This design comes from an exercise in tuning for small area, a short achievable clock period and few clock cycles per item on the open sky130 flow, not from production work.
Only simulation tests tie the RTL to the original design; equivalence was not proved.
Power figures rest on the tool's default switching activity, not on a simulated workload.

<file path="flow/config.mk">
export PLATFORM = sky130hd
export DESIGN_NAME = sobel_stream
export DESIGN_NICKNAME = sobel_stream
export VERILOG_FILES = /design/flow/design.v
export SDC_FILE = /design/flow/constraint.sdc
export NUM_CORES = 4
export LEC_CHECK = 0
export ABC_CLOCK_PERIOD_IN_PS = 3000
export CAP_MARGIN = 20
export CORE_MARGIN = 2
export CORE_UTILIZATION = 80
export PLACE_DENSITY = 0.88
export SLEW_MARGIN = 20
</file>
<file path="flow/constraint.sdc">
create_clock -name core_clock -period 9.0 [get_ports {ClkPort}]
set_input_delay 1.8000 -clock core_clock [delete_from_list [all_inputs] [get_ports {ClkPort}]]
set_output_delay 1.8000 -clock core_clock [all_outputs]
set_load 0.01 [all_outputs]
</file>
<file path="flow/design.v">
module sobel_stream #(
    parameter int WIDTH = 128,
    parameter int DEPTH = 128,
    parameter int PIX_W = 8
) (
    input  logic             ClkPort,
    input  logic             Reset,
    input  logic [PIX_W-1:0] threshold,
    input  logic             in_valid,
    output logic             in_ready,
    input  logic [PIX_W-1:0] in_pixel,
    output logic             out_valid,
    input  logic             out_ready,
    output logic             out_edge,
    output logic             out_first,
    output logic             out_last
);
    localparam int CW  = $clog2(WIDTH);
    localparam int RW  = $clog2(DEPTH);
    localparam int LW  = CW + 1;
    localparam int CAP = 5;                  
    localparam int OW  = $clog2(CAP + 1);
    localparam int FD  = CAP - 1;            
    localparam int FW  = $clog2(FD);
    localparam logic [CW-1:0] COL_LAST = CW'(WIDTH - 1);
    localparam logic [RW-1:0] ROW_LAST = RW'(DEPTH - 1);
    logic             acc, cons, hv, h0, in_first;
    logic [PIX_W-1:0] pix_q, thr_q;
    assign acc = in_valid && in_ready;
    always_ff @(posedge ClkPort) begin
        if (acc) pix_q <= in_pixel;
        if (acc && in_first) thr_q <= threshold;
    end
    logic [PIX_W*WIDTH-1:0] ra, rb;
    logic [PIX_W-1:0]       ta, tb;
    assign ta = ra[PIX_W*WIDTH-1 -: PIX_W];
    assign tb = rb[PIX_W*WIDTH-1 -: PIX_W];
    always_ff @(posedge ClkPort) begin
        ra <= {ra[PIX_W*(WIDTH-1)-1:0], cons ? pix_q : ta};
        rb <= {rb[PIX_W*(WIDTH-1)-1:0], cons ? ta : tb};
    end
    logic [CW-1:0] dph;
    logic          z0, z1;
    logic [LW-1:0] lag;
    logic          l0, l128, l129;
    logic [RW-1:0] g_row;
    logic [CW-1:0] g_col;
    logic          gb, ga, gz;
    logic [1:0]    gk;                       
    logic [OW-1:0] ocnt;
    logic          rm, cp, eb, ei;
    logic emit, emit_int, xfer, inc, dec;
    assign cons     = hv && cp;
    assign emit     = eb || (cons && (gb || ei));
    assign emit_int = cons && ei;
    assign xfer     = out_valid && out_ready;
    assign inc      = cons && !emit;
    assign dec      = emit && !cons;
    logic [RW-1:0] n_row;
    logic [CW-1:0] n_col;
    logic          n_b;
    logic [1:0]    n_k;
    assign n_col = g_col + 1'b1;
    assign n_row = (g_col == COL_LAST) ? ((g_row == ROW_LAST) ? '0 : g_row + 1'b1) : g_row;
    assign n_b   = (g_col >= CW'(WIDTH - 2)) || (g_row == '0) || (g_row == ROW_LAST);
    assign n_k   = !n_b ? 2'b01 :
                   (g_row == ROW_LAST && g_col == COL_LAST) ? 2'b10 :
                   (g_row == ROW_LAST && g_col == CW'(WIDTH - 2)) ? 2'b11 : 2'b00;
    logic          l0_nx, l128_nx, l129_nx, z0_nx, z1_nx, rm_nx, ga_nx, gz_nx, gb_nx, g_last_nx;
    logic [LW-1:0] lag_nx;
    logic [OW-1:0] ocnt_nx;
    assign lag_nx  = inc ? lag + 1'b1 : dec ? lag - 1'b1 : lag;
    assign l0_nx   = inc ? 1'b0 : dec ? (lag == LW'(1)) : l0;
    assign l128_nx = inc ? (lag == LW'(WIDTH - 1)) : dec ? l129 : l128;
    assign l129_nx = inc ? l128 : dec ? 1'b0 : l129;
    assign z0_nx   = cons || z1;
    assign z1_nx   = !cons && (dph == CW'(2));
    assign ocnt_nx = (emit && !xfer) ? ocnt + 1'b1 : (xfer && !emit) ? ocnt - 1'b1 : ocnt;
    assign rm_nx   = !(((ocnt == OW'(CAP)) && (emit || !xfer)) ||
                       ((ocnt == OW'(CAP - 1)) && emit && !xfer));
    assign gb_nx   = emit ? n_b : gb;
    assign ga_nx   = emit ? (g_row == RW'(DEPTH - 2) && g_col == CW'(WIDTH - 4)) : ga;
    assign gz_nx   = emit ? ga : gz;
    assign g_last_nx = l129_nx && (emit ? ga : gz);
    always_ff @(posedge ClkPort) begin
        dph <= cons ? '0 : dph - 1'b1;
        z0  <= z0_nx;
        z1  <= z1_nx;
    end
    logic in_first_nx, hv_nx, h0_nx, cp_nx, in_ready_nx;
    assign in_first_nx = acc ? (!in_first && g_last_nx) : in_first;
    assign hv_nx       = acc || (hv && !cons);
    assign h0_nx       = acc ? in_first : h0;
    assign cp_nx       = rm_nx && (h0_nx || z0_nx);
    assign in_ready_nx = in_first_nx ? (in_first && !hv_nx && !emit_int) : (!hv_nx || cp_nx);
    always_ff @(posedge ClkPort or posedge Reset) begin
        if (Reset) begin
            in_ready <= 1'b0;
            in_first <= 1'b1;
            hv       <= 1'b0;
            h0       <= 1'b0;
            lag      <= '0;
            l0       <= 1'b1;
            l128     <= 1'b0;
            l129     <= 1'b0;
            g_row    <= '0;
            g_col    <= '0;
            gb       <= 1'b1;
            gk       <= 2'b10;
            ga       <= 1'b0;
            gz       <= 1'b0;
            ocnt     <= '0;
            rm       <= 1'b1;
            cp       <= 1'b1;
            eb       <= 1'b0;
            ei       <= 1'b0;
        end else begin
            in_ready <= in_ready_nx;
            in_first <= in_first_nx;
            hv       <= hv_nx;
            h0       <= h0_nx;
            lag      <= lag_nx;
            l0       <= l0_nx;
            l128     <= l128_nx;
            l129     <= l129_nx;
            ocnt     <= ocnt_nx;
            rm       <= rm_nx;
            cp       <= cp_nx;
            eb       <= gb_nx && rm_nx && !l0_nx;
            ei       <= !gb_nx && l129_nx;
            gb       <= gb_nx;
            ga       <= ga_nx;
            gz       <= gz_nx;
            if (emit) begin
                g_row <= n_row;
                g_col <= n_col;
                gk    <= n_k;
            end
        end
    end
    logic [9:0]        v_c, v1, vm, vl;
    logic signed [8:0] d_c, d1, dm, dl;
    logic              s1_e, s1_c;
    logic [1:0]        s1_k;
    assign v_c = {2'b00, tb} + {1'b0, ta, 1'b0} + {2'b00, pix_q};
    assign d_c = $signed({1'b0, pix_q}) - $signed({1'b0, tb});
    always_ff @(posedge ClkPort) begin
        v1   <= v_c;
        d1   <= d_c;
        s1_k <= gk;
        if (s1_c) begin
            vm <= v1;
            vl <= vm;
            dm <= d1;
            dl <= dm;
        end
    end
    logic signed [10:0] gx, gy, gx_q, gy_q;
    logic               s2_e;
    logic [1:0]         s2_k;
    assign gx = $signed({1'b0, v1}) - $signed({1'b0, vl});
    assign gy = 11'(dl) + (11'(dm) <<< 1) + 11'(d1);
    always_ff @(posedge ClkPort) begin
        gx_q <= gx;
        gy_q <= gy;
        s2_k <= s1_k;
    end
    always_ff @(posedge ClkPort or posedge Reset) begin
        if (Reset) begin
            s1_e <= 1'b0;
            s1_c <= 1'b0;
            s2_e <= 1'b0;
        end else begin
            s1_e <= emit;
            s1_c <= cons;
            s2_e <= s1_e;
        end
    end
    logic [11:0] xa, ya, ka, cs_s, cs_c, pg, pp;
    logic        edge_c;
    logic [1:0]  res;
    assign xa   = {2'b00, gx_q[9:0] ^ {10{gx_q[10]}}};
    assign ya   = {2'b00, gy_q[9:0] ^ {10{gy_q[10]}}};
    assign ka   = {4'b1111, ~thr_q};
    assign cs_s = xa ^ ya ^ ka;
    assign cs_c = {(xa[10:0] & ya[10:0]) | (xa[10:0] & ka[10:0]) | (ya[10:0] & ka[10:0]), gx_q[10]};
    assign pg   = cs_s & cs_c;
    assign pp   = cs_s | cs_c;
    always_comb begin
        edge_c = gy_q[10];
        for (int i = 0; i < 12; i++) edge_c = pg[i] | (pp[i] & edge_c);
    end
    assign res = (s2_k == 2'b01) ? {1'b0, edge_c} : s2_k;
    logic [1:0]    fifo [FD];
    logic [FW-1:0] wp, rp;
    logic [FW:0]   fcnt, fcnt_nx;
    logic          fne;                      
    logic          take, pop, push;
    logic [1:0]    head;
    assign take = !out_valid || out_ready;
    assign pop     = take && fne;
    assign push    = s2_e && !(take && !fne);
    assign head    = fne ? fifo[rp] : res;
    assign fcnt_nx = (push && !pop) ? fcnt + 1'b1 : (pop && !push) ? fcnt - 1'b1 : fcnt;
    always_ff @(posedge ClkPort) begin
        if (s2_e) fifo[wp] <= res;           
        if (take) begin
            out_edge  <= (head == 2'b01);
            out_first <= (head == 2'b10);
            out_last  <= (head == 2'b11);
        end
    end
    always_ff @(posedge ClkPort or posedge Reset) begin
        if (Reset) begin
            out_valid <= 1'b0;
            wp        <= '0;
            rp        <= '0;
            fcnt      <= '0;
            fne       <= 1'b0;
        end else begin
            if (take) out_valid <= fne || s2_e;
            if (push) wp <= wp + 1'b1;
            if (pop)  rp <= rp + 1'b1;
            fcnt <= fcnt_nx;
            fne  <= (fcnt_nx != '0);
        end
    end
endmodule
</file>
<file path="flow/flow/run.sh">
#!/bin/bash
# Standard layout, with the standard synthesis run on its own first, then the rest of the
# flow with a larger setup repair margin, plain buffers on the ports and no dummy clock loads.
set -euo pipefail
bash standard.sh synth > synth.log 2>&1
bash standard.sh SETUP_SLACK_MARGIN=6.3 \
  "BUFFER_PORTS_ARGS=-buffer_cell sky130_fd_sc_hd__buf_2" \
  "CTS_ARGS=-sink_clustering_enable -repair_clock_nets -sink_clustering_size 30 -sink_clustering_max_diameter 50 -dont_use_dummy_load" \
  finish > layout.log 2>&1
</file>
<file path="flow/standard.sh">
#!/bin/bash
# synth_recipe.tcl (not shown) runs the flow's synth.tcl, then flattens the netlist and writes it again
# the make line also repeats each setting of config.mk as NAME=value (left out here)
make -C /OpenROAD-flow-scripts/flow DESIGN_CONFIG=/design/flow/config.mk WORK_HOME=/design/flow/orfs CLKGATE_MAP_FILE= SYNTH_SCRIPT=/design/flow/synth_recipe.tcl "${@:-finish}"
</file>
==> metrics.md, run 1 <==
| Metric | Value |
|---|---|
| Synth top area cells | `dfxtp_1 (85%), edfxtp_1 (3.8%), dfrtp_1 (2.4%), ha_1 (1.5%), fa_1 (1.2%)` |
| Asr flop ratio synth | `2.35%` |
| Worst slack at placement | `5.65 ns` |
| Gpl congestion | `0.827` |
| Ports | `25` |
| Status | `aborted with a tool error` |
| Clk sinks | `2214` |
| Die Y | `252 um` |
| I/O Buffers | `24` |
| Synthesized flop and latch total | `2214` |
| Starting Density | `80.4%` |
| Area of the mapped netlist | `49300 sq um` |
| Number of synthesized flops with an enable pin | `63` |
| Stop err | `[ERROR DPL-0033] detailed placement checks failed during check placement.` |
| Post-Syn Instances | `2766` |
| Synth area leader | `dfxtp_1` |
| Core Rows | `91` |
| Post-synthesis sequential area ratio | `approximately nine tenths` |
| Post-CTS setup buffers | `12` |
| Syn nets | `between 2000 and 3000` |
| Largest buffer count on any clock path | `3` |
| Avg Inst Size Synth | `approximately 18 sq um` |
| Post-DP HPWL | `56.0 mm` |
| Resize count post-CTS | `62` |
| Htree depth | `3` |
| Stage reached | `4_1_cts` |
| Clk root buf | `clkbuf_16` |
| Die Span X | `252 um` |
| Most used DFF post-synth | `dfxtp_1` |
| Top cell type's share of synthesized area | `85.2%` |
| CTS buffer count | `114` |
| Synth warn | `1` |
| Unique masters post-synth | `70` |
| CTS Hold Bufs | `0` |
==> how the worst max path moves through the flow <==
stage,slack [ns],start,endpoint,cells after the start
2_1_floorplan,6.04,out_ready,ocnt[2]$_DFFE_PP0P_,8
3_3_place_gp,5.81,out_ready,ocnt[2]$_DFFE_PP0P_,9
3_5_place_dp,5.65,pix_q[1]$_DFFE_PP_,v1[7]$_DFF_P_,9
==> cell usage after synthesis, drive strengths merged, types with 3 or more instances <==
library cell	n
a21boi	3
a21o	4
a21oi	19
and2	6
and3	6
and4	3
buf	4
clkbuf	7
dfrtp	47
dfstp	5
dfxtp	2099
edfxtp	63
fa	29
ha	58
inv	70
mux2	7
mux2i	3
nand2	63
nand2b	6
nand3	11
nand4	6
nor2	40
nor2b	14
nor3	10
nor4	5
o2111ai	3
o211ai	5
o21a	8
o21ai	33
o22ai	4
o31ai	4
or2	3
or3	4
or4	3
xnor2	48
xor2	24
==> metrics by stage <==
stage / area, sq um / cells
3_5_place_dp: 50500 / 3570
3_3_place_gp: 50500 / 3570
2_1_floorplan: 49400 / 2766
==> power by group through the flow <==
| stage | clock, uW | combinational [uW] | sequential, uW |
|---|---|---|---|
| global placement | 0 | 11.1 | 10100 |
| detailed placement | 0 | 10.9 | 10100 |
| floorplan | 0 | 3.50 | 10100 |
==> cell families after synthesis <==
logic type / count (synthesis) / synth area share [%]
AO/OA/AOI/OAI: 111 / 1.52
XOR/XNOR: 72 / 1.28
adder cells (fa/ha/maj): 88 / 2.67
buffers and inverters: 81 / 0.619
flip-flops: 2214 / 91.7
multiplexers: 12 / 0.320
AND/OR/NAND/NOR: 188 / 1.89
Testbench counts, summed over its fixed seeds: cycles 263,224, pixels 262,144.
==> inputs of run 2 (changes only) <==
==> flow/config.mk (replaced) <==
export PLATFORM = sky130hd
export DESIGN_NAME = sobel_stream
export DESIGN_NICKNAME = sobel_stream
export VERILOG_FILES = /design/flow/design.v
export SDC_FILE = /design/flow/constraint.sdc
export NUM_CORES = 4
export LEC_CHECK = 0
export ABC_AREA = 1
export CAP_MARGIN = 20
export CORE_MARGIN = 2
export CORE_UTILIZATION = 65
export PLACE_DENSITY = 0.75
export SLEW_MARGIN = 20
==> run 2 against run 1 <==
  * The run now finishes clean
  * Synthesized cell count grew 3.0%
  * Synthesized area about the same
==> metrics.md, run 2 <==
| Metric | Value |
|---|---|
| Final wirelength | `~66 mm` |
| Detailed Routing Iterations Pass 1 | `5` |
| Grt ovf | `0` |
| Number of fill cells | `4469` |
| WP buf/inv | `1` |
| Slew headroom | `between 40% and 50%` |
| First-pass GRT wire length | `107 mm` |
| Skew final | `0.0948 ns` |
| Synth area leader | `dfxtp_1` |
| Kind of critical path | `flip-flop to output pin` |
| Max Cap Viol | `0` |
| Unique masters post-synth | `52` |
| Synth cell count leaders | `dfxtp_1 (2099), inv_1 (123), nand2_1 (117)` |
| Cell with the largest stage delay on the worst path | `dfrtp_1` |
| Most frequent cells in the layout | `dfxtp_1 (2097), inv_1 (121), nand2_1 (116), clkbuf_16 (116), edfxtp_1 (63)` |
| Clk sinks | `2214` |
| Synthesized flop and latch total | `2214` |
| Top cell type's share of synthesized area | `85.2%` |
| Post-DP HPWL | `31.4 mm` |
| I/O Buffers | `24` |
| Startpoint Class | `flip-flop` |
| Vias | `18100` |
| Most common cell after layout, fill and taps aside | `dfxtp_1` |
| Capture point of the worst reg-to-reg path | `v1[9]$_DFF_P_` |
| Crit path largest cell delay | `~0.4 ns` |
| WP data arrival | `1.19 ns` |
| Critical Path Sink | `in_ready` |
| Levels on crit path | `1` |
| Worst Tran Pin Value | `0.832 ns` |
| Min-Delay Startpoint | `ra[897]$_DFF_P_` |
| Largest net degree at the start of global routing | `between 50 and 60` |
| Leak | `0.0220 uW` |
| DR WL/cell | `16.7 um` |
| CP delay by family, top | `flip-flops` |
| Avg Inst Size Synth | `approximately 17 sq um` |
| Worst-case reg-to-reg path depth | `10` |
| Count leader, synth | `dfxtp_1` |
| Die Y | `280 um` |
| DR DRC count | `0` |
| Worst-Skew Late Latency | `about 0.69 ns` |
| DRT iter0 DRCs | `1060` |
| Asr flop ratio synth | `2.35%` |
| CTS tree | `yes` |
| Crit share post-route | `33.2%` |
| Number of synthesized flops with an enable pin | `63` |
| Hold Crit Depth | `0` |
| Initial antenna violation count | `1` |
| Detail Route Antenna Nets | `0` |
| WHS | `0.254 ns` |
| Gpl congestion | `0.770` |
| Status | `no timing/DRC/antenna violations` |
| Starting Density | `65.3%` |
| Largest buffer count on any clock path | `3` |
| Setup TNS | `0 ns` |
| Fin nets | `3090` |
| Ports | `25` |
| Core Area | `75600 sq um` |
| Synth top area cells | `dfxtp_1 (85%), edfxtp_1 (3.8%), dfrtp_1 (2.4%), ha_1 (1.5%), fa_1 (1.2%)` |
| Fin util | `71.0%` |
| RR Startpoint | `pix_q[1]$_DFFE_PP_` |
| Share of layout cells above drive strength 1 | `6.04%` |
| Critical path fanouts, max | `2` |
| Largest regs | `ra (1024), rb (1024), gy_q (11)` |
| Synth-to-layout area growth | `8.68%` |
| Min Tclk post-route | `2.99 ns` |
| Max Fclk | `335 MHz` |
| Hold Crit Class | `flip-flop to flip-flop` |
| Die Span X | `280 um` |
| CTS buffer count | `around 120` |
| N_diodes | `0` |
| Clock slew seen by the registers of the worst setup and hold paths | `0.10 ns` |
| Vias per cell | `between 4 and 5` |
| Cell area power density | `337 nW/um^2` |
| Synth warn | `1` |
| Peak supply drop | `about 0.32 mV` |
| RSZ-0062 raised after global routing | `true` |
| WP data required | `7.20 ns` |
| Post-Syn Instances | `2850` |
| Max-slew violations | `0` |
| Syn nets | `2957` |
| Die area | `78100 sq um` |
| Clk root buf | `clkbuf_16` |
| Area of the mapped netlist | `49300 sq um` |
| CP Cell Sequence | `buf_2` |
| Most used DFF post-synth | `dfxtp_1` |
| Crit path launch | `in_ready$_DFF_PP0_` |
| Post-synthesis sequential area ratio | `91.7%` |
| Reg2reg setup slack | `6.44 ns` |
| Core Rows | `101` |
| Endpoints failing hold | `0` |
| Htree depth | `3` |
| Total GRT Usage | `17.5%` |
| Setup crit end kind | `output pin` |
| Vias in the first global route | `between 15000 and 20000` |
| # setup viols final | `0` |
==> run 2: cell count changes after synthesis, moves of 22 or more <==
cell     previous run  this run
o21ai_0            33        55
inv_1              69       123
a21oi_1            19        44
xor2_1             24        50
xnor2_1            48        23
nand2_1            62       117
==> run 2: kinds of logic after synthesis <==
kind of cell	after synthesis	share of synthesized area, %
flip-flops	2214	91.7
AND/OR/NAND/NOR	211	1.87
buffers and inverters	138	1.08
AO/OA/AOI/OAI	127	1.45
adder cells (fa/ha/maj)	87	2.65
XOR/XNOR	73	1.30
==> run 2: layout make-up <==
type	count	area, sq um	area share (%)
clock buffers	116	2900	5.41
multi-input cells	498	3630	6.78
well taps	978	1220	2.28
flip-flops and latches	2214	45200	84.3
inverters	126	487	0.908
repair buffers	27	149	0.278
==> run 2: per-layer routing <==
layer	global-route usage [%]	routed length [um]	vias to the layer above
met2	28.3	31200	245
met4	5.46	1720	2
met1	24.4	31200	8718
met3	2.99	1960	130
li1	-	-	9032
met5	0	13	-
==> run 2: how the worst min path moves through the flow <==
| stage | endpoint | slack, ns |
|---|---|---|
| global placement | ra[653]$_DFF_P_ | 0.31 |
| finish | ra[905]$_DFF_P_ | 0.25 |
| floorplan | ra[1000]$_DFF_P_ | 0.31 |
| CTS | ra[905]$_DFF_P_ | 0.26 |
| global route | ra[905]$_DFF_P_ | 0.26 |
| detailed placement | ra[183]$_DFF_P_ | 0.31 |
==> run 2: per-stage QoR <==
| step | std cells | area [sq um] | setup slack, ns | power, uW |
|---|---|---|---|---|
| 2_1_floorplan | 2850 | 49400 | 6.22 | 12600 |
| 3_3_place_gp | 3842 | 50700 | 5.95 | 13100 |
| 3_5_place_dp | 3842 | 50700 | 5.92 | 13100 |
| 4_1_cts | 3959 | 53600 | 5.97 | 18200 |
| 5_1_grt | 3959 | 53600 | 5.98 | 18800 |
| 6_report | 3959 | 53600 | 6.01 | 18100 |
==> run 2: report_power, final <==
group	total (uW)	internal [uW]	switching (uW)
combinational	1320	524	794
clock	5090	2280	2810
sequential	11700	11100	521
total	18100	13900	4120
==> run 2: worst reg2reg max path: stages, from the launching register on <==
cell and delay, ns:
edfxtp_1 0.43, fa_1 0.56, ha_1 0.17, inv_1 0.06, fa_1 0.42, o21ai_2 0.20
a21oi_1 0.08, o21ai_0 0.22, and2_1 0.20, nor2_1 0.06, o21bai_1 0.10
==> run 2: what timing repair did <==
item                                    in CTS  in global routing
endpoints found under the setup margin      11                 16
hold buffers                                 0                  0
endpoints found under the hold margin        0                  0
buffers inserted                             1                  0
resized for setup                            4                  7
==> inputs of run 3 (changes only) <==
--- a/flow/config.mk
+++ b/flow/config.mk
@@ -5,7 +5,7 @@
 export SDC_FILE = /design/flow/constraint.sdc
 export NUM_CORES = 4
 export LEC_CHECK = 0
-export ABC_AREA = 1
+export ABC_CLOCK_PERIOD_IN_PS = 3000
 export CAP_MARGIN = 20
 export CORE_MARGIN = 2
 export CORE_UTILIZATION = 65
==> run 3 against run 2 <==
  * Largest power group unchanged
  * Still clean on timing, DRC and antenna
  * Register-to-register slack hardly changed
  * Critical path type unchanged
  * Clock-buffer cell count stayed put
  * Via count decreased by 0.80%
  * Core utilization is 0.75 points higher
  * First-iteration DRC count shrank 22%
  * Maximum frequency grew 0.66%
  * Synthesized area about the same
  * Wire length is 0.91% higher
==> metrics.md, run 3 <==
| Metric | Value |
|---|---|
| Status | `no timing/DRC/antenna violations` |
| Min Tclk post-route | `2.97 ns` |
| Skew final | `approximately 0.11 ns` |
| WP data arrival | `around 1.2 ns` |
| RSZ-0062 raised after global routing | `true` |
| Critical path fanouts, max | `2` |
| Slew headroom | `around 39%` |
| Synth cell count leaders | `dfxtp_1 (2099), inv_1 (69), edfxtp_1 (63)` |
| Post-DP HPWL | `31.9 mm` |
| Worst slack at placement | `5.77 ns` |
| Most used DFF post-synth | `dfxtp_1` |
| Vias | `18000` |
| Area of the mapped netlist | `slightly below 50000 sq um` |
| Hold Path End | `rb[11]$_DFF_P_` |
| Clock slew seen by the registers of the worst setup and hold paths | `about 0.10 ns` |
| Starting Density | `65.9%` |
| Worst-Skew Late Latency | `0.70 ns` |
| Levels on crit path | `1` |
| Leak | `around 0.022 uW` |
| Crit path largest cell delay | `0.39 ns` |
| Top cell type's share of synthesized area | `85.2%` |
| Largest buffer count on any clock path | `3` |
| DR DRC count | `0` |
| Clk sinks | `2214` |
| Min-Delay Startpoint | `rb[3]$_DFF_P_` |
| Htree depth | `3` |
| Cell area power density | `278 nW/um^2` |
| Synth warn | `1` |
| Count leader, synth | `dfxtp_1` |
| Number of synthesized flops with an enable pin | `63` |
| Synth-to-layout area growth | `8.80%` |
| CP delay by family, top | `flip-flops` |
| Core Rows | `100` |
| Fin worst setup slack | `slightly above 6 ns` |
| Ports | `25` |
| Share of layout cells above drive strength 1 | `under 10%` |
| Core Area | `74800 sq um` |
| Number of fill cells | `between 4000 and 5000` |
| Initial antenna violation count | `0` |
| Hold Crit Class | `flip-flop to flip-flop` |
| Startpoint Class | `flip-flop` |
| Synthesized flop and latch total | `2214` |
| CTS tree | `yes` |
| Unique masters post-synth | `70` |
| Max Cap Viol | `0` |
| Multi-input gate area | `3870 sq um` |
| Largest net degree at the start of global routing | `53` |
| Pwr Total | `14900 uW` |
| Gpl congestion | `around 0.77` |
| WHS | `0.268 ns` |
| Kind of critical path | `flip-flop to output pin` |
| Most common cell after layout, fill and taps aside | `dfxtp_1` |
| Die Y | `279 um` |
| Asr flop ratio synth | `2.35%` |
| Largest regs | `ra (1024), rb (1024), gy_q (11)` |
| Post-synthesis sequential area ratio | `91.7%` |
| Detailed Routing Iterations Pass 1 | `4` |
| Total GRT Usage | `17.7%` |
| Die area | `78100 sq um` |
| Post-Syn Instances | `2766` |
| Hold Crit Depth | `0` |
| CTS buffer count | `116` |
| WP data required | `7.20 ns` |
| Crit share post-route | `33.0%` |
| Synth top area cells | `dfxtp_1 (85%), edfxtp_1 (3.8%), dfrtp_1 (2.4%), ha_1 (1.5%), fa_1 (1.2%)` |
| Grt ovf | `0` |
| Max Fclk | `roughly 340 MHz` |
| Sequential Area | `approximately 45000 sq um` |
| WP buf/inv | `1` |
| Vias in the first global route | `19600` |
| Worst Tran Pin Value | `between 0.9 and 1 ns` |
| Capture point of the worst reg-to-reg path | `out_edge$_DFFE_PN_` |
| Detail Route Antenna Nets | `0` |
| Endpoints failing hold | `0` |
| DR WL/cell | `between 15 and 20 um` |
| Final wirelength | `66.7 mm` |
| Setup TNS | `0 ns` |
| Cell with the largest stage delay on the worst path | `dfrtp_1` |
| Most frequent cells in the layout | `dfxtp_1 (2097), clkbuf_16 (116), inv_1 (65)` |
| CP Cell Sequence | `buf_2` |
| # setup viols final | `0` |
| Syn nets | `2873` |
| I/O Buffers | `24` |
| Die Span X | `roughly 280 um` |
| Setup crit end kind | `output pin` |
| Reg2reg setup slack | `approximately 6.5 ns` |
| Max-slew violations | `0` |
| RR Startpoint | `gx_q[10]$_DFF_P_` |
| Synth area leader | `dfxtp_1` |
| Vias per cell | `approximately 4.6` |
| Fin nets | `3009` |
| Peak supply drop | `0.176 mV` |
| Avg Inst Size Synth | `between 15 and 20 sq um` |
| DRT iter0 DRCs | `between 800 and 900` |
| First-pass GRT wire length | `108 mm` |
| Worst-case reg-to-reg path depth | `7` |
| CTS Hold Bufs | `0` |
| Clk root buf | `clkbuf_16` |
==> run 3: layout make-up <==
cell class,instances,area share (%)
Antenna cell,1,0.00466
Sequential cell,2214,84.3
Inverter,70,0.497
Tap cell,969,2.26
Timing Repair Buffer,29,0.317
Multi-Input combinational cell,471,7.22
Clock buffer,116,5.41
==> run 3: per-stage QoR <==
| step | std cells | utilization, % | cell area [sq um] |
|---|---|---|---|
| after floorplan | 2766 | - | 49400 |
| after global placement | 3749 | 67.7 | 50700 |
| after detailed placement | 3749 | 67.7 | 50700 |
| after CTS | 3867 | 71.6 | 53600 |
| after global routing | 3869 | 71.7 | 53700 |
| final | 3870 | 71.7 | 53700 |
==> run 3: timing repair <==
action,in CTS,in global routing
gates resized for setup,3,5
setup endpoints to repair,10,12
setup buffers,2,1
==> run 3: how the worst max path moves through the flow <==
stage | start | to | slack [ns]
after floorplan | out_ready | ocnt[2]$_DFFE_PP0P_ | 6.04
after global placement | out_ready | ocnt[2]$_DFFE_PP0P_ | 5.81
after detailed placement | gx_q[10]$_DFF_P_ | out_edge$_DFFE_PN_ | 5.77
after CTS | out_valid$_DFFE_PP0N_ | out_valid | 5.97
after global routing | out_valid$_DFFE_PP0N_ | out_valid | 5.97
final | out_valid$_DFFE_PP0N_ | out_valid | 6.03
==> run 3: power breakdown <==
| part | total [uW] | internal [uW] | switching [uW] |
|---|---|---|---|
| registers | 9830 | 9830 | 0 |
| clock network | 5090 | 2280 | 2800 |
| logic | 11.9 | 3.92 | 7.94 |
==> run 3: per-layer routing <==
layer / wire [um] / part of all wire [%] / global-route usage, %
met5: 0 / 0 / 0
met4: 1550 / 2.3 / 4.94
met2: 32600 / 49 / 30.2
met1: 30500 / 46 / 23.8
met3: 2030 / 3.0 / 2.98
==> run 3: kinds of logic (layout without fill, tap and decap cells) <==
kind of cell | after synthesis | in the layout | synth area share, %
other | 0 | 1 | 0
muxes | 12 | 12 | 0.320
DFF | 2214 | 2214 | 91.7
and+or+nand+nor | 188 | 188 | 1.89
AOI/OAI and AO/OA | 111 | 111 | 1.52
xor gates and xnor gates | 72 | 72 | 1.28
adders and majority gates | 88 | 88 | 2.67
buffers and inverters | 81 | 215 | 0.619
==> inputs of run 4 (changes only) <==
--- a/flow/flow/run.sh
+++ b/flow/flow/run.sh
@@ -5,5 +5,5 @@
 bash standard.sh synth > synth.log 2>&1
 bash standard.sh SETUP_SLACK_MARGIN=6.3 \
   "BUFFER_PORTS_ARGS=-buffer_cell sky130_fd_sc_hd__buf_2" \
-  "CTS_ARGS=-sink_clustering_enable -repair_clock_nets -sink_clustering_size 30 -sink_clustering_max_diameter 50 -dont_use_dummy_load" \
+  "CTS_ARGS=-sink_clustering_enable -repair_clock_nets -sink_clustering_size 18 -sink_clustering_max_diameter 40 -dont_use_dummy_load -buf_list sky130_fd_sc_hd__clkbuf_8 -root_buf sky130_fd_sc_hd__clkbuf_16" \
   finish > layout.log 2>&1
==> run 4 against run 3 <==
  * Still clean
  * Synthesized area did not move
  * Clock-buffer cell count rose by 49
  * Global-route usage fell by 1.9 points
  * Total power fell by 5.0%
  * Clock power fell by 15%
  * Die area did not move
  * Wire length fell by 11%
  * Sequential share of layout area rose by 1.0 points
  * Final area fell by 1.2%
  * Maximum frequency fell by 0.59%
  * Final cell count rose by 1.2%
  * Critical path depth did not move
  * Critical path type unchanged
  * Critical endpoint unchanged
  * Largest power group unchanged
  * Highest routed layer unchanged
==> metrics.md, run 4 <==
| Metric | Value |
|---|---|
| Slew headroom | `37.4%` |
| # setup viols final | `0` |
| Initial antenna violation count | `0` |
| Avg Inst Size Synth | `17.8 sq um` |
| Detail Route Antenna Nets | `0` |
| Number of synthesized flops with an enable pin | `63` |
| Post-DP HPWL | `31.9 mm` |
| WP data arrival | `1.19 ns` |
| Skew final | `roughly 0.071 ns` |
| Synth warn | `1` |
| Status | `no timing/DRC/antenna violations` |
| Post-Syn Instances | `roughly 2800` |
| Syn nets | `2873` |
| Met3 wire len | `2.26 mm` |
| Switch Pwr | `around 2700 uW` |
| Vias per cell | `around 4.6` |
| Most frequent cells in the layout | `dfxtp_1 (2097), clkbuf_8 (164), inv_1 (65)` |
| Placed cells | `around 3700` |
| Gate power share | `0.1%` |
| Largest net degree at the start of global routing | `53` |
| Clock share of power | `between 30% and 40%` |
| Clk root buf | `clkbuf_16` |
| Vias | `about 18000` |
| RR Startpoint | `gx_q[10]$_DFF_P_` |
| Setup TNS | `0 ns` |
| Crit share post-route | `33.2%` |
| First-pass GRT wire length | `98.0 mm` |
| Setup crit end kind | `output pin` |
| Worst-Skew Late Latency | `0.65 ns` |
| Top cell type's share of synthesized area | `85.2%` |
| Vias in the first global route | `about 19000` |
| Most common cell after layout, fill and taps aside | `dfxtp_1` |
| Min-Delay Startpoint | `ra[810]$_DFF_P_` |
| Core Area | `74800 sq um` |
| Post-synthesis sequential area ratio | `91.7%` |
| Starting Density | `65.9%` |
| Highest routed layer | `met4` |
| Most used DFF post-synth | `dfxtp_1` |
| Share of layout cells above drive strength 1 | `8.04%` |
| RSZ-0062 raised after global routing | `true` |
| Asr flop ratio synth | `2.35%` |
| Endpoints failing hold | `0` |
| CTS Hold Bufs | `0` |
| Ports | `25` |
| Final wirelength | `59.1 mm` |
| WP buf/inv | `1` |
| Detailed Routing Iterations Pass 1 | `4` |
| Critical path fanouts, max | `2` |
| Clk sinks | `2214` |
| Fin nets | `~3000` |
| Synth cell count leaders | `dfxtp_1 (2099), inv_1 (69), edfxtp_1 (63)` |
| Cell with the largest stage delay on the worst path | `dfrtp_1` |
| Total GRT Usage | `15.8%` |
| Kind of critical path | `flip-flop to output pin` |
| Largest buffer count on any clock path | `3` |
| Clock slew seen by the registers of the worst setup and hold paths | `0.11 ns` |
| Cell area power density | `267 nW/um^2` |
| Htree depth | `4` |
| CP delay by family, top | `flip-flops` |
| CTS tree | `yes` |
| Max Cap Viol | `0` |
| CTS buffer count | `165` |
| Internal Power | `11500 uW` |
| Max Fclk | `335 MHz` |
| WP data required | `~7.2 ns` |
| DR WL/cell | `15.1 um` |
| Crit path launch | `out_valid$_DFFE_PP0N_` |
| Synthesized flop and latch total | `between 2000 and 2500` |
| Area of the mapped netlist | `between 40000 and 50000 sq um` |
| Unique masters post-synth | `70` |
| DRT iter0 DRCs | `897` |
| Synth-to-layout area growth | `7.53%` |
| Die Span X | `279 um` |
| N_diodes | `0` |
| Count leader, synth | `dfxtp_1` |
| Startpoint Class | `flip-flop` |
| Worst Tran Pin Value | `0.930 ns` |
| M1 WL | `29.0 mm` |
| Fin worst setup slack | `approximately 6 ns` |
| Hold Crit Class | `flip-flop to flip-flop` |
| Synth area leader | `dfxtp_1` |
| DR DRC count | `0` |
| Seq pwr share | `between 60% and 70%` |
| Largest regs | `ra (1024), rb (1024), gy_q (11)` |
| Min Tclk post-route | `between 2 and 3 ns` |
| Grt ovf | `0` |
| Gpl congestion | `between 0.7 and 0.8` |
| Crit path largest cell delay | `0.39 ns` |
| Peak supply drop | `0.137 mV` |
| I/O Buffers | `24` |
| Leak | `0.0214 uW` |
| Die area | `78100 sq um` |
| Max-slew violations | `0` |
| Die Y | `279 um` |
| Synth top area cells | `dfxtp_1 (85%), edfxtp_1 (3.8%), dfrtp_1 (2.4%), ha_1 (1.5%), fa_1 (1.2%)` |
| Worst slack at placement | `5.77 ns` |
| Core Rows | `100` |
| WL met2 | `26.1 mm` |
| Final cell count without fillers | `3918` |
| CP Cell Sequence | `buf_2` |
| Switch share | `19.0%` |
[run 4: metal layers]
metal	vias up	track usage, %
met2	245	24.2
met4	0	6.60
met3	143	3.69
met5	-	0
met1	8503	22.1
li1	8998	-
[run 4: logic make-up after synthesis]
logic type / synth area share (%)
muxes: 0.320
buffers and inverters: 0.619
DFF: 91.7
and+or+nand+nor: 1.89
xor gates and xnor gates: 1.28
AOI/OAI and AO/OA: 1.52
adders and majority gates: 2.67
[run 4: power groups by stage]
stage	combinational (uW)	sequential (uW)	clock (uW)
after global placement	11.0	10100	0
after CTS	11.2	9830	4490
final	12.0	9830	4330
after detailed placement	11.0	10100	0
after global routing	13.3	9830	4820
after floorplan	3.50	10100	0
[run 4: final timing paths]
kind	endpoint	slack (ns)	cells past startpoint
max	out_valid	6.01	1
min	ra[818]$_DFF_P_	0.28	0
max reg2reg	out_edge$_DFFE_PN_	6.39	7
min reg2reg	ra[818]$_DFF_P_	0.28	0
max in group asynchronous	gk[1]$_DFFE_PP1N_	7.20	3
min in group asynchronous	fne$_DFF_PP0_	1.15	2
[run 4: layout make-up]
cell class	instances	area, sq um
clock buffer	165	2280
inverter	70	267
timing repair buffer	29	170
sequential	2214	45200
multi-input combinational	471	3860
tap	969	1210
fill	4342	21800
[run 4: repair_timing]
item,in CTS,in global routing
setup endpoints to repair,10,8
buffers inserted,2,1
gates resized for setup,4,3
[run 4: through the flow]
| stage | hold WS [ns] | area, sq um | power [uW] | utilization (%) |
|---|---|---|---|---|
| after CTS | 0.269 | 53000 | 14300 | 70.8 |
| after global routing | 0.276 | 53000 | 14700 | 70.9 |
| after global placement | 0.310 | 50700 | 10100 | 67.7 |
| after floorplan | 0.310 | 49400 | 10100 | - |
| final | 0.281 | 53000 | 14200 | 70.9 |
| after detailed placement | 0.312 | 50700 | 10100 | 67.7 |
==> inputs of run 5 (changes only) <==
--- a/flow/design.v
+++ b/flow/design.v
@@ -26,7 +26,8 @@
     localparam logic [RW-1:0] ROW_LAST = RW'(DEPTH - 1);
     logic             acc, cons, hv, h0, in_first;
     logic [PIX_W-1:0] pix_q, thr_q;
-    assign acc = in_valid && in_ready;
+    logic in_ready_n, out_valid_n;
+    assign acc = in_valid && !in_ready_n;
     always_ff @(posedge ClkPort) begin
         if (acc) pix_q <= in_pixel;
         if (acc && in_first) thr_q <= threshold;
@@ -53,7 +54,7 @@
     assign cons     = hv && cp;
     assign emit     = eb || (cons && (gb || ei));
     assign emit_int = cons && ei;
-    assign xfer     = out_valid && out_ready;
+    assign xfer     = !out_valid_n && out_ready;
     assign inc      = cons && !emit;
     assign dec      = emit && !cons;
     logic [RW-1:0] n_row;
@@ -83,6 +84,7 @@
     assign gz_nx   = emit ? ga : gz;
     assign g_last_nx = l129_nx && (emit ? ga : gz);
     always_ff @(posedge ClkPort) begin
+        h0  <= h0_nx;
         dph <= cons ? '0 : dph - 1'b1;
         z0  <= z0_nx;
         z1  <= z1_nx;
@@ -96,9 +98,9 @@
     always_ff @(posedge ClkPort or posedge Reset) begin
         if (Reset) begin
             in_ready <= 1'b0;
+            in_ready_n <= 1'b1;
             in_first <= 1'b1;
             hv       <= 1'b0;
-            h0       <= 1'b0;
             lag      <= '0;
             l0       <= 1'b1;
             l128     <= 1'b0;
@@ -116,9 +118,9 @@
             ei       <= 1'b0;
         end else begin
             in_ready <= in_ready_nx;
+            in_ready_n <= !in_ready_nx;
             in_first <= in_first_nx;
             hv       <= hv_nx;
-            h0       <= h0_nx;
             lag      <= lag_nx;
             l0       <= l0_nx;
             l128     <= l128_nx;
@@ -197,7 +199,7 @@
     logic          fne;                      
     logic          take, pop, push;
     logic [1:0]    head;
-    assign take = !out_valid || out_ready;
+    assign take = out_valid_n || out_ready;
     assign pop     = take && fne;
     assign push    = s2_e && !(take && !fne);
     assign head    = fne ? fifo[rp] : res;
@@ -213,12 +215,16 @@
     always_ff @(posedge ClkPort or posedge Reset) begin
         if (Reset) begin
             out_valid <= 1'b0;
+            out_valid_n <= 1'b1;
             wp        <= '0;
             rp        <= '0;
             fcnt      <= '0;
             fne       <= 1'b0;
         end else begin
-            if (take) out_valid <= fne || s2_e;
+            if (take) begin
+                out_valid   <= fne || s2_e;
+                out_valid_n <= !(fne || s2_e);
+            end
             if (push) wp <= wp + 1'b1;
             if (pop)  rp <= rp + 1'b1;
             fcnt <= fcnt_nx;
==> flow/flow/run.sh (replaced) <==
#!/bin/bash
# Standard layout, with the standard synthesis run on its own first, then the rest of the
# flow with a larger setup repair margin, plain buffers on the ports and no dummy clock loads.
set -euo pipefail
bash standard.sh synth > synth.log 2>&1
bash standard.sh SETUP_SLACK_MARGIN=6.3 \
  "BUFFER_PORTS_ARGS=-buffer_cell sky130_fd_sc_hd__buf_2" \
  "CTS_ARGS=-sink_clustering_enable -repair_clock_nets -sink_clustering_size 22 -sink_clustering_max_diameter 45 -dont_use_dummy_load -buf_list sky130_fd_sc_hd__clkbuf_8 -root_buf sky130_fd_sc_hd__clkbuf_16" \
  finish > layout.log 2>&1
==> run 5 against run 4 <==
  * Register-to-register slack got worse by 0.13 ns
  * Final area decreased by 0.36%
  * Sequential power rose by 13%
  * First-iteration DRC count shrank 7.0%
  * Total power rose by 15%
  * Sequential cell count up 2
  * Global-route usage grew 0.067 points
  * Non-clock buffer count grew 7
  * Wire length is essentially flat
==> metrics.md, run 5 <==
| Metric | Value |
|---|---|
| Status | `no timing/DRC/antenna violations` |
| Peak supply drop | `0.192 mV` |
| First-pass GRT wire length | `97.9 mm` |
| WP buf/inv | `1` |
| Most common cell after layout, fill and taps aside | `dfxtp_1` |
| Ports | `25` |
| Die area | `~78000 sq um` |
| Fin util | `between 70% and 80%` |
| Endpoints failing hold | `0` |
| Synth cell count leaders | `dfxtp_1 (2100), inv_1 (76), edfxtp_1 (63), nand2_1 (63), ha_1 (58)` |
| Number of synthesized flops with an enable pin | `63` |
| Share of layout cells above drive strength 1 | `approximately 7.7%` |
| Synth warn | `1` |
| DR DRC count | `0` |
| Post-Syn Instances | `2770` |
| Synthesized flop and latch total | `2216` |
| RR Startpoint | `gx_q[10]$_DFF_P_` |
| Post-synthesis sequential area ratio | `91.8%` |
| Main combinational cell family by area after synthesis | `adder cells` |
| Leak | `about 0.021 uW` |
| Most frequent cells in the layout | `dfxtp_1 (2098), clkbuf_8 (140), inv_1 (71)` |
| Cell with the largest stage delay on the worst path | `edfxtp_1` |
| Initial antenna violation count | `3` |
| Area post-placement | `50600 sq um` |
| CTS tree | `yes` |
| Core Area | `approximately 75000 sq um` |
| Synth-to-layout area growth | `7.16%` |
| Kind of critical path | `flip-flop to output pin` |
| Switch share | `around 22%` |
| Hold Crit Class | `flip-flop to flip-flop` |
| CTS buffer count | `141` |
| Skew final | `0.0983 ns` |
| DRT iter0 DRCs | `834` |
| Gpl congestion | `0.770` |
| Clock slew seen by the registers of the worst setup and hold paths | `0.12 ns` |
| Die Span X | `279 um` |
| WP data arrival | `1.18 ns` |
| Crit path largest cell delay | `0.38 ns` |
| Gate power share | `between 7 and 8%` |
| Synth top area cells | `dfxtp_1 (85%), edfxtp_1 (3.8%), dfrtp_1 (2.3%), ha_1 (1.5%), fa_1 (1.2%)` |
| I/O Buffers | `24` |
| Clock share of power | `24.7%` |
| Adder-Cell Fraction of Synth Area | `2.67%` |
| Clk root buf | `clkbuf_16` |
| Synth Area in Simple Gates | `1.83%` |
| CP delay by family, top | `flip-flops` |
| Htree depth | `4` |
| Internal Power | `12700 uW` |
| Synth area leader | `dfxtp_1` |
| Startpoint Class | `flip-flop` |
| Largest regs | `ra (1024), rb (1024), gy_q (11)` |
| Hold Path End | `ra[483]$_DFF_P_` |
| Setup TNS | `0 ns` |
| Worst-case reg-to-reg path depth | `9` |
| Crit share post-route | `33.1%` |
| Vias per cell | `4.50` |
| Max-slew violations | `0` |
| Post-Synth XOR/XNOR Area | `1.35%` |
| Count leader, synth | `dfxtp_1` |
| Grt ovf | `0` |
| Final wirelength | `59.1 mm` |
| RSZ-0062 raised after global routing | `true` |
| Sequential Area | `45300 sq um` |
| Post-Layout Inst Area | `between 50000 and 60000 sq um` |
| DR WL/cell | `15.1 um` |
| Fin nets | `around 3000` |
| WHS | `roughly 0.27 ns` |
| Critical path fanouts, max | `1` |
| Largest buffer count on any clock path | `3` |
| Detail Route Antenna Nets | `0` |
| N_diodes | `0` |
| Top cell type's share of synthesized area | `85.3%` |
| Worst-Skew Late Latency | `0.66 ns` |
| Capture point of the worst reg-to-reg path | `fifo[0][0]$_DFFE_PP_` |
| Max Fclk | `about 340 MHz` |
| Asr flop ratio synth | `2.39%` |
| Clk sinks | `2216` |
| Die Y | `roughly 280 um` |
| Seq pwr share | `68.0%` |
| Unique masters post-synth | `68` |
| Vias in the first global route | `18800` |
| Post-synthesis compound-gate area fraction | `1.37%` |
| Multi-input gate area | `3870 sq um` |
| Starting Density | `65.9%` |
| Cell area power density | `~310 nW/um^2` |
| Post-DP HPWL | `32.5 mm` |
| Reg2reg setup slack | `roughly 6.3 ns` |
| Most used DFF post-synth | `dfxtp_1` |
| Min Tclk post-route | `2.98 ns` |
| Slew headroom | `about 54%` |
| # setup viols final | `0` |
| Total GRT Usage | `15.9%` |
| Post-synthesis mux area share | `0.241%` |
| Largest net degree at the start of global routing | `54` |
| CP Cell Sequence | `buf_2` |
| CTS Hold Bufs | `0` |
| Detailed Routing Iterations Pass 1 | `4` |
| Avg Inst Size Synth | `between 15 and 20 sq um` |
| Syn nets | `2877` |
| Max Cap Viol | `0` |
| Setup crit end kind | `output pin` |
| Min-Delay Startpoint | `ra[475]$_DFF_P_` |
| Switch Pwr | `roughly 3600 uW` |
| Worst Tran Pin Value | `0.690 ns` |
| Core Rows | `100` |
| WP data required | `slightly above 7 ns` |
| Number of fill cells | `approximately 4400` |
| Area of the mapped netlist | `49300 sq um` |
| Vias | `roughly 18000` |
| Pwr Total | `16400 uW` |
| Hold Crit Depth | `0` |
[run 5: kinds of logic after synthesis]
group | Yosys count
xor gates and xnor gates | 76
DFF | 2216
buffers and inverters | 89
muxes | 9
adders and majority gates | 88
and+or+nand+nor | 185
AOI/OAI and AO/OA | 107
[run 5: final cells by class]
| type | count | area share, % |
|---|---|---|
| sequential | 2216 | 85.7 |
| clock buffer | 141 | 3.69 |
| tap | 969 | 2.29 |
| inverter | 78 | 0.594 |
| timing repair buffer | 36 | 0.400 |
| multi-input combinational | 465 | 7.32 |
[run 5: worst max path at each step]
stage,start,to,depth (start not counted)
after floorplan,out_ready,ocnt[1]$_DFFE_PP0P_,6
final,out_edge$_DFFE_PN_,out_edge,1
after global routing,out_last$_DFFE_PN_,out_last,1
after detailed placement,out_ready,ocnt[2]$_DFFE_PP0P_,9
after CTS,out_edge$_DFFE_PN_,out_edge,1
after global placement,out_ready,ocnt[2]$_DFFE_PP0P_,9
[run 5: power groups by stage]
stage	combinational (uW)	clock, uW	sequential [uW]
after detailed placement	999	0	11300
final	1190	4050	11100
after global placement	958	0	11300
after floorplan	762	0	11200
after global routing	1320	4510	11200
after CTS	1040	4190	11100
[run 5: metrics by stage]
step / setup WS [ns] / cells
3_3_place_gp: 5.81 / 3754
5_1_grt: 5.96 / 3905
4_1_cts: 5.96 / 3898
2_1_floorplan: 6.02 / 2770
6_report: 6.02 / 3905
3_5_place_dp: 5.76 / 3754
[run 5: timing repair]
item / CTS / global route
gates resized for setup: 9 / 21
buffers inserted: 3 / 7
pin swaps: 2 / 15
endpoints found under the setup margin: 15 / 15
[run 5: metal layers]
metal | part of all wire (%) | global-route usage, % | vias up
met1 | 50 | 22.7 | 8289
met3 | 4.0 | 3.81 | 128
met5 | 0 | 0 | -
met4 | 2.5 | 5.85 | 0
met2 | 44 | 24.0 | 232
li1 | - | - | 8943
Testbench counts of run 5, summed over its fixed seeds: cycles 263,224, pixels 262,144.
==> inputs of run 6 (changes only) <==
==> flow/flow/run.sh (replaced) <==
#!/bin/bash
# Standard layout, with the standard synthesis run on its own first, then the rest of the
# flow with a larger setup repair margin, plain buffers on the ports and no dummy clock loads.
set -euo pipefail
bash standard.sh synth > synth.log 2>&1
bash standard.sh SETUP_SLACK_MARGIN=6.3 \
  "BUFFER_PORTS_ARGS=-buffer_cell sky130_fd_sc_hd__buf_2" \
  "CTS_ARGS=-sink_clustering_enable -repair_clock_nets -sink_clustering_size 20 -sink_clustering_max_diameter 42 -dont_use_dummy_load -buf_list sky130_fd_sc_hd__clkbuf_8 -root_buf sky130_fd_sc_hd__clkbuf_16" \
  finish > layout.log 2>&1
==> run 6 against run 5 <==
  * Sequential power about the same
  * Non-clock buffer count grew 2
  * Final cell count grew 0.41%
  * Core utilization up 0.21 points
  * Via count barely moved
  * Synthesized area unchanged
  * Final area is 0.30% higher
  * Clock skew shrank 0.029 ns
  * Setup slack lost 0.015 ns
  * Clock-buffer cell count is 14 higher
  * Combinational power hardly changed
  * Total power is 0.73% higher
  * Highest routed layer unchanged
==> metrics.md, run 6 <==
| Metric | Value |
|---|---|
| First-pass GRT wire length | `95.6 mm` |
| Detailed Routing Iterations Pass 1 | `5` |
| Detail Route Antenna Nets | `0` |
| Max Fclk | `roughly 330 MHz` |
| Gpl congestion | `0.770` |
| Ports | `25` |
| # setup viols final | `0` |
| Worst slack at placement | `5.76 ns` |
| Crit share post-route | `33.2%` |
| Synth area leader | `dfxtp_1` |
| Avg Inst Size Synth | `~18 sq um` |
| Vias in the first global route | `18600` |
| Top cell type's share of synthesized area | `85.3%` |
| Post-DP HPWL | `32.5 mm` |
| Final wirelength | `57.4 mm` |
| Clk root buf | `clkbuf_16` |
| Worst-case reg-to-reg path depth | `9` |
| Setup crit end kind | `output pin` |
| Grt ovf | `0` |
| Synth-to-layout area growth | `7.48%` |
| Synthesized flop and latch total | `2216` |
| Initial antenna violation count | `3` |
| Die area | `78100 sq um` |
| Pwr Total | `~16000 uW` |
| Clock slew seen by the registers of the worst setup and hold paths | `approximately 0.1 ns` |
| Core Area | `approximately 75000 sq um` |
| Core Rows | `100` |
| Die Y | `279 um` |
| CTS tree | `yes` |
| Worst-Skew Late Latency | `about 0.66 ns` |
| DR WL/cell | `14.6 um` |
| Post-synthesis compound-gate area fraction | `under 10%` |
| Kind of critical path | `flip-flop to output pin` |
| Post-Syn Instances | `2770` |
| Worst Tran Pin Value | `a little over 0.7 ns` |
| I/O Buffers | `24` |
| Endpoints failing hold | `0` |
| Levels on crit path | `1` |
| Largest buffer count on any clock path | `3` |
| WP data arrival | `1.19 ns` |
| Clk sinks | `approximately 2200` |
| Most used DFF post-synth | `dfxtp_1` |
| RSZ-0062 raised after global routing | `true` |
| WP buf/inv | `1` |
| Vias per cell | `about 4.5` |
| Main combinational cell family by area after synthesis | `adder cells` |
| Sequential Area | `45300 sq um` |
| Synth warn | `1` |
| Leak | `0.0215 uW` |
| WP data required | `7.20 ns` |
| CP Cell Sequence | `buf_2` |
| Unique masters post-synth | `68` |
| CTS buffer count | `155` |
| Adder-Cell Fraction of Synth Area | `2.67%` |
| Htree depth | `4` |
| Post-Synth XOR/XNOR Area | `1.35%` |
| Vias | `17600` |
| Number of fill cells | `roughly 4500` |
| Max-slew violations | `0` |
| Starting Density | `roughly two thirds` |
| Setup TNS | `0 ns` |
| DRT iter0 DRCs | `813` |
| Most common cell after layout, fill and taps aside | `dfxtp_1` |
| Multi-input gate area | `around 3800 sq um` |
| Startpoint Class | `flip-flop` |
| Synth cell count leaders | `dfxtp_1 (2100), inv_1 (76), edfxtp_1 (63), nand2_1 (63), ha_1 (58)` |
| Number of synthesized flops with an enable pin | `63` |
| Peak supply drop | `0.203 mV` |
| N_diodes | `0` |
| Cell area power density | `311 nW/um^2` |
| Fin nets | `around 3100` |
| Asr flop ratio synth | `between 2 and 2.5%` |
| Slew headroom | `between 50% and 60%` |
| Skew final | `between 0.06 and 0.07 ns` |
| Share of layout cells above drive strength 1 | `7.99%` |
| Area of the mapped netlist | `between 40000 and 50000 sq um` |
| Synth top area cells | `dfxtp_1 (85%), edfxtp_1 (3.8%), dfrtp_1 (2.3%), ha_1 (1.5%), fa_1 (1.2%)` |
| Crit path largest cell delay | `0.38 ns` |
| Critical path fanouts, max | `1` |
| Hold Crit Depth | `0` |
| Synth Area in Simple Gates | `1.83%` |
| CP delay by family, top | `flip-flops` |
| Fin worst setup slack | `6.01 ns` |
| Hold Crit Class | `flip-flop to flip-flop` |
| Post-synthesis mux area share | `less than 1%` |
| Largest net degree at the start of global routing | `54` |
| Max Cap Viol | `0` |
| Total GRT Usage | `15.4%` |
| Largest regs | `ra (1024), rb (1024), gy_q (11)` |
| Syn nets | `2877` |
| Post-synthesis sequential area ratio | `91.8%` |
| Most frequent cells in the layout | `dfxtp_1 (2098), clkbuf_8 (154), inv_1 (71)` |
| Count leader, synth | `dfxtp_1` |
| DR DRC count | `0` |
| Min Tclk post-route | `2.99 ns` |
| Status | `no timing/DRC/antenna violations` |
| Cell with the largest stage delay on the worst path | `edfxtp_1` |
| Die Span X | `~280 um` |
## run 6: cell counts after synthesis
No cell type changed its count.
## run 6: what timing repair did
| action | in CTS | in global routing |
|---|---|---|
| hold buffers | 0 | 0 |
| pin swaps | 0 | 8 |
| setup buffers | 1 | 11 |
| gates resized for setup | 9 | 16 |
| endpoints found under the setup margin | 16 | 15 |
## run 6: power breakdown
part	switching, uW	internal [uW]
Combinational	642	557
Clock	2620	1560
Sequential	338	10800
Total	3600	12900
## run 6: worst paths after layout
| kind | from | to | slack, ns |
|---|---|---|---|
| setup / recovery | out_edge$_DFFE_PN_ | out_edge | 6.01 |
| hold / removal | ra[456]$_DFF_P_ | ra[464]$_DFF_P_ | 0.25 |
| setup reg to reg | gx_q[10]$_DFF_P_ | fifo[0][0]$_DFFE_PP_ | 6.34 |
| hold reg to reg | ra[456]$_DFF_P_ | ra[464]$_DFF_P_ | 0.25 |
| max in group asynchronous | Reset | g_col[1]$_DFFE_PP0N_ | 7.11 |
| min in group asynchronous | Reset | rp[1]$_DFFE_PP0P_ | 1.34 |
## run 6: per-stage QoR
step / hold slack, ns / instance area [sq um] / utilization (%) / std cells
3_3_place_gp: 0.310 / 50600 / 67.7 / 3754
5_1_grt: 0.251 / 53000 / 70.8 / 3921
4_1_cts: 0.255 / 52800 / 70.6 / 3910
3_5_place_dp: 0.312 / 50600 / 67.7 / 3754
2_1_floorplan: 0.310 / 49400 / - / 2770
6_report: 0.254 / 53000 / 70.8 / 3921
## run 6: metal layers
layer / global-route usage [%] / wire, um / up-vias
met3: 4.03 / 2360 / 133
met2: 22.8 / 24600 / 249
li1: - / - / 8969
met5: 0 / 0 / -
met1: 22.2 / 28900 / 8246
met4: 5.85 / 1540 / 0
## run 6: cell families (layout without fill, tap and decap cells)
| family | Yosys count | after routing |
|---|---|---|
| xor gates and xnor gates | 76 | 76 |
| AOI/OAI and AO/OA | 107 | 107 |
| adders and majority gates | 88 | 88 |
| muxes | 9 | 9 |
| buffers and inverters | 89 | 271 |
| DFF | 2216 | 2216 |
| and+or+nand+nor | 185 | 185 |
## run 6: worst register-to-register path, delay by kind of cell, from the launching register on
family                     cells  cell delay, ns
AOI/OAI and AO/OA              5            1.16
buffers and inverters          1            0.19
xor gates and xnor gates       1            0.16
DFF                            1            0.37
adders and majority gates      1            0.53
and+or+nand+nor                1            0.05
## run 6: final cells by class
type / count / share of cell area (%)
Inverter: 78 / 0.593
Multi-Input combinational cell: 465 / 7.20
Tap cell: 969 / 2.29
Timing Repair Buffer: 38 / 0.432
Sequential cell: 2216 / 85.4
Clock buffer: 155 / 4.05
==> inputs of run 7 (changes only) <==
--- a/flow/config.mk
+++ b/flow/config.mk
@@ -8,6 +8,6 @@
 export ABC_CLOCK_PERIOD_IN_PS = 3000
 export CAP_MARGIN = 20
 export CORE_MARGIN = 2
-export CORE_UTILIZATION = 65
-export PLACE_DENSITY = 0.75
+export CORE_UTILIZATION = 70
+export PLACE_DENSITY = 0.8
 export SLEW_MARGIN = 20
==> run 7 against run 6 <==
  * Still clean on timing, DRC and antenna
  * Maximum frequency barely moved
  * Synthesized area did not move
  * Core utilization rose by 4.7 points
  * Via count rose by 0.73%
  * Wire length rose by 7.5%
  * Total power fell by 0.83%
  * Sequential share of layout area rose by 0.28 points
  * Die area fell by 7.0%
  * Global-route usage rose by 2.3 points
  * Non-clock buffer count fell by 4
  * Sequential cell count did not move
  * Critical endpoint is now out_first
==> metrics.md, run 7 <==
| Metric | Value |
|---|---|
| First-pass GRT wire length | `101 mm` |
| Post-Layout Inst Area | `between 50000 and 60000 sq um` |
| Core Area | `69900 sq um` |
| Leak | `0.0214 uW` |
| Min Tclk post-route | `2.99 ns` |
| Internal Power | `12800 uW` |
| DR WL/cell | `15.9 um` |
| Reg2reg setup slack | `6.33 ns` |
| Clk sinks | `around 2200` |
| Switch Pwr | `about 3600 uW` |
| Post-synthesis compound-gate area fraction | `1.37%` |
| WP buf/inv | `1` |
| CTS buffer count | `around 150` |
| # setup viols final | `0` |
| CP Cell Sequence | `buf_2` |
| Synthesized flop and latch total | `2216` |
| Detailed Routing Iterations Pass 1 | `4` |
| CTS tree | `yes` |
| Adder-Cell Fraction of Synth Area | `2.67%` |
| Final wirelength | `around 60 mm` |
| Crit path largest cell delay | `~0.37 ns` |
| Fin nets | `3050` |
| Syn nets | `about 2900` |
| Largest net degree at the start of global routing | `54` |
| Status | `no timing/DRC/antenna violations` |
| Most frequent cells in the layout | `dfxtp_1 (2098), clkbuf_8 (147), inv_1 (71)` |
| Unique masters post-synth | `68` |
| Detail Route Antenna Nets | `0` |
| Asr flop ratio synth | `2.39%` |
| Vias in the first global route | `19000` |
| Total GRT Usage | `17.7%` |
| Vias | `17700` |
| Synth top area cells | `dfxtp_1 (85%), edfxtp_1 (3.8%), dfrtp_1 (2.3%), ha_1 (1.5%), fa_1 (1.2%)` |
| Min-Delay Startpoint | `ra[466]$_DFF_P_` |
| Synth Area in Simple Gates | `under 10%` |
| Post-DP HPWL | `35.0 mm` |
| Worst Tran Pin Value | `0.442 ns` |
| Clk root buf | `clkbuf_16` |
| Htree depth | `4` |
| Die Y | `approximately 270 um` |
| Number of synthesized flops with an enable pin | `63` |
| Area of the mapped netlist | `49300 sq um` |
| Avg Inst Size Synth | `~18 sq um` |
| Hold Crit Depth | `0` |
| Die area | `around 73000 sq um` |
| Worst-case reg-to-reg path depth | `9` |
| Cell area power density | `slightly above 300 nW/um^2` |
| Starting Density | `70.5%` |
| Synth-to-layout area growth | `7.14%` |
| Share of layout cells above drive strength 1 | `7.62%` |
| Most used DFF post-synth | `dfxtp_1` |
| Worst-Skew Late Latency | `0.69 ns` |
| I/O Buffers | `24` |
| Worst slack at placement | `5.79 ns` |
| Vias per cell | `4.57` |
| Crit path launch | `out_first$_DFFE_PN_` |
| Post-synthesis sequential area ratio | `91.8%` |
| Pwr Total | `16300 uW` |
| Switch share | `21.9%` |
| Levels on crit path | `1` |
| Endpoints failing hold | `0` |
| Synth cell count leaders | `dfxtp_1 (2100), inv_1 (76), edfxtp_1 (63), nand2_1 (63), ha_1 (58)` |
| Top cell type's share of synthesized area | `85.3%` |
| Cell with the largest stage delay on the worst path | `edfxtp_1` |
| Gpl congestion | `0.788` |
| Die Span X | `269 um` |
| Grt ovf | `0` |
| Max Cap Viol | `0` |
| Setup crit end kind | `output pin` |
| CTS Hold Bufs | `0` |
| DR DRC count | `0` |
| Most common cell after layout, fill and taps aside | `dfxtp_1` |
| Ports | `25` |
| Setup TNS | `0 ns` |
| Clock share of power | `25.3%` |
| Synth area leader | `dfxtp_1` |
| Hold Crit Class | `flip-flop to flip-flop` |
| Startpoint Class | `flip-flop` |
| Max Fclk | `334 MHz` |
| Largest buffer count on any clock path | `3` |
| WP data required | `7.20 ns` |
| CP delay by family, top | `flip-flops` |
| Clock slew seen by the registers of the worst setup and hold paths | `0.11 ns` |
| Post-Synth XOR/XNOR Area | `under 10%` |
| Count leader, synth | `dfxtp_1` |
| Seq pwr share | `68.0%` |
| Crit share post-route | `33.2%` |
| Main combinational cell family by area after synthesis | `adder cells` |
| Critical path fanouts, max | `1` |
| Synth warn | `1` |
| Post-synthesis mux area share | `0.241%` |
| Gate power share | `around 6.7%` |
| Core Rows | `97` |
| Fin worst setup slack | `roughly 6.0 ns` |
| Peak supply drop | `0.277 mV` |
| RSZ-0062 raised after global routing | `true` |
| Skew final | `0.0810 ns` |
| Max-slew violations | `0` |
| DRT iter0 DRCs | `790` |
| RR Startpoint | `gx_q[10]$_DFF_P_` |
| Area post-placement | `50600 sq um` |
| Kind of critical path | `flip-flop to output pin` |
| Post-Syn Instances | `~2800` |
| Largest regs | `ra (1024), rb (1024), gy_q (11)` |
| Slew headroom | `70.2%` |
| WP data arrival | `roughly 1.2 ns` |
| Initial antenna violation count | `1` |
run 7: cell counts after synthesis:
Identical to the previous run, type by type.
run 7: final timing paths:
check	end
setup / recovery	out_first
hold reg to reg	ra[474]$_DFF_P_
max in group asynchronous	l0$_DFF_PP1_
min in group asynchronous	fne$_DFF_PP0_
setup reg to reg	fifo[1][0]$_DFFE_PP_
hold / removal	ra[474]$_DFF_P_
run 7: cell families (layout without fill, tap and decap cells):
family                     count (synthesis)  after routing
DFF                                     2216           2216
and+or+nand+nor                          185            185
AOI/OAI and AO/OA                        107            107
buffers and inverters                     89            260
adders and majority gates                 88             88
xor gates and xnor gates                  76             76
muxes                                      9              9
other                                      0              1
run 7: routing by layer:
metal / share of wire (%) / track usage (%)
met1: 48 / 24.7
met2: 46 / 27.9
met3: 3.2 / 3.75
met4: 2.4 / 6.30
met5: 0 / 0
run 7: area by class of cell:
cell class	instances	area, sq um
multi-input cells	465	3790
diodes	1	2.50
inverters	78	317
well taps	940	1180
repair buffers	34	215
flip-flops and latches	2216	45300
fillers	3695	17100
clock buffers	148	2050
run 7: through the flow:
| stage | instances | hold WS, ns | utilization (%) |
|---|---|---|---|
| 2_1_floorplan | 2770 | 0.310 | - |
| 6_report | 3882 | 0.277 | 75.6 |
| 3_3_place_gp | 3724 | 0.310 | 72.4 |
| 3_5_place_dp | 3724 | 0.312 | 72.4 |
| 5_1_grt | 3881 | 0.281 | 75.6 |
| 4_1_cts | 3873 | 0.280 | 75.4 |
run 7: what timing repair did:
item	in CTS	in global routing
hold endpoints to repair	0	0
endpoints found under the setup margin	18	16
pin swaps	1	7
gates resized for setup	7	12
buffers inserted	1	7
run 7: power groups by stage:
stage	clock network, uW	logic, uW	registers [uW]
floorplan	0	762	11200
global placement	0	934	11300
detailed placement	0	976	11300
CTS	4260	1010	11100
global route	4590	1220	11200
finish	4140	1090	11100

## re-timing with driven ports
How much do the figures lean on ideal ports? The routed layouts below were timed once more, with nothing changed but the port constraints.
Step 1, drivers: a clkbuf_16 drives ClkPort and a buf_2 each remaining input, both assumed.
Step 2 times the ports against the registers' clock, not the clock port: input delays grow and output delays shrink by t, the midpoint of the rising clock arrivals with the driver on.
a / b / c = ideal ports / drivers / drivers and shift; a / b = the first two.
run	t (ns)	setup slack, ns	hold slack, ns	pins driven straight from the clock port
run 2	0.706	6.012 / 5.951 / 5.871	0.254 / 0.254 / 0.254	1
run 3	0.713	6.031 / 5.966 / 5.784	0.268 / 0.268 / 0.268	1
run 4	0.704	6.014 / 5.952 / 5.797	0.281 / 0.281 / 0.281	1
run 5	0.692	6.023 / 5.960 / 5.750	0.272 / 0.272 / 0.272	1
run 6	0.705	6.008 / 5.944 / 5.750	0.254 / 0.254 / 0.254	1
run 7	0.709	6.010 / 5.947 / 5.779	0.277 / 0.277 / 0.277	1
After both steps every run listed still meets setup and hold. For run 5, which loses most, drivers alone change the setup slack by -0.063 ns; drivers and shift together by -0.273 ns.
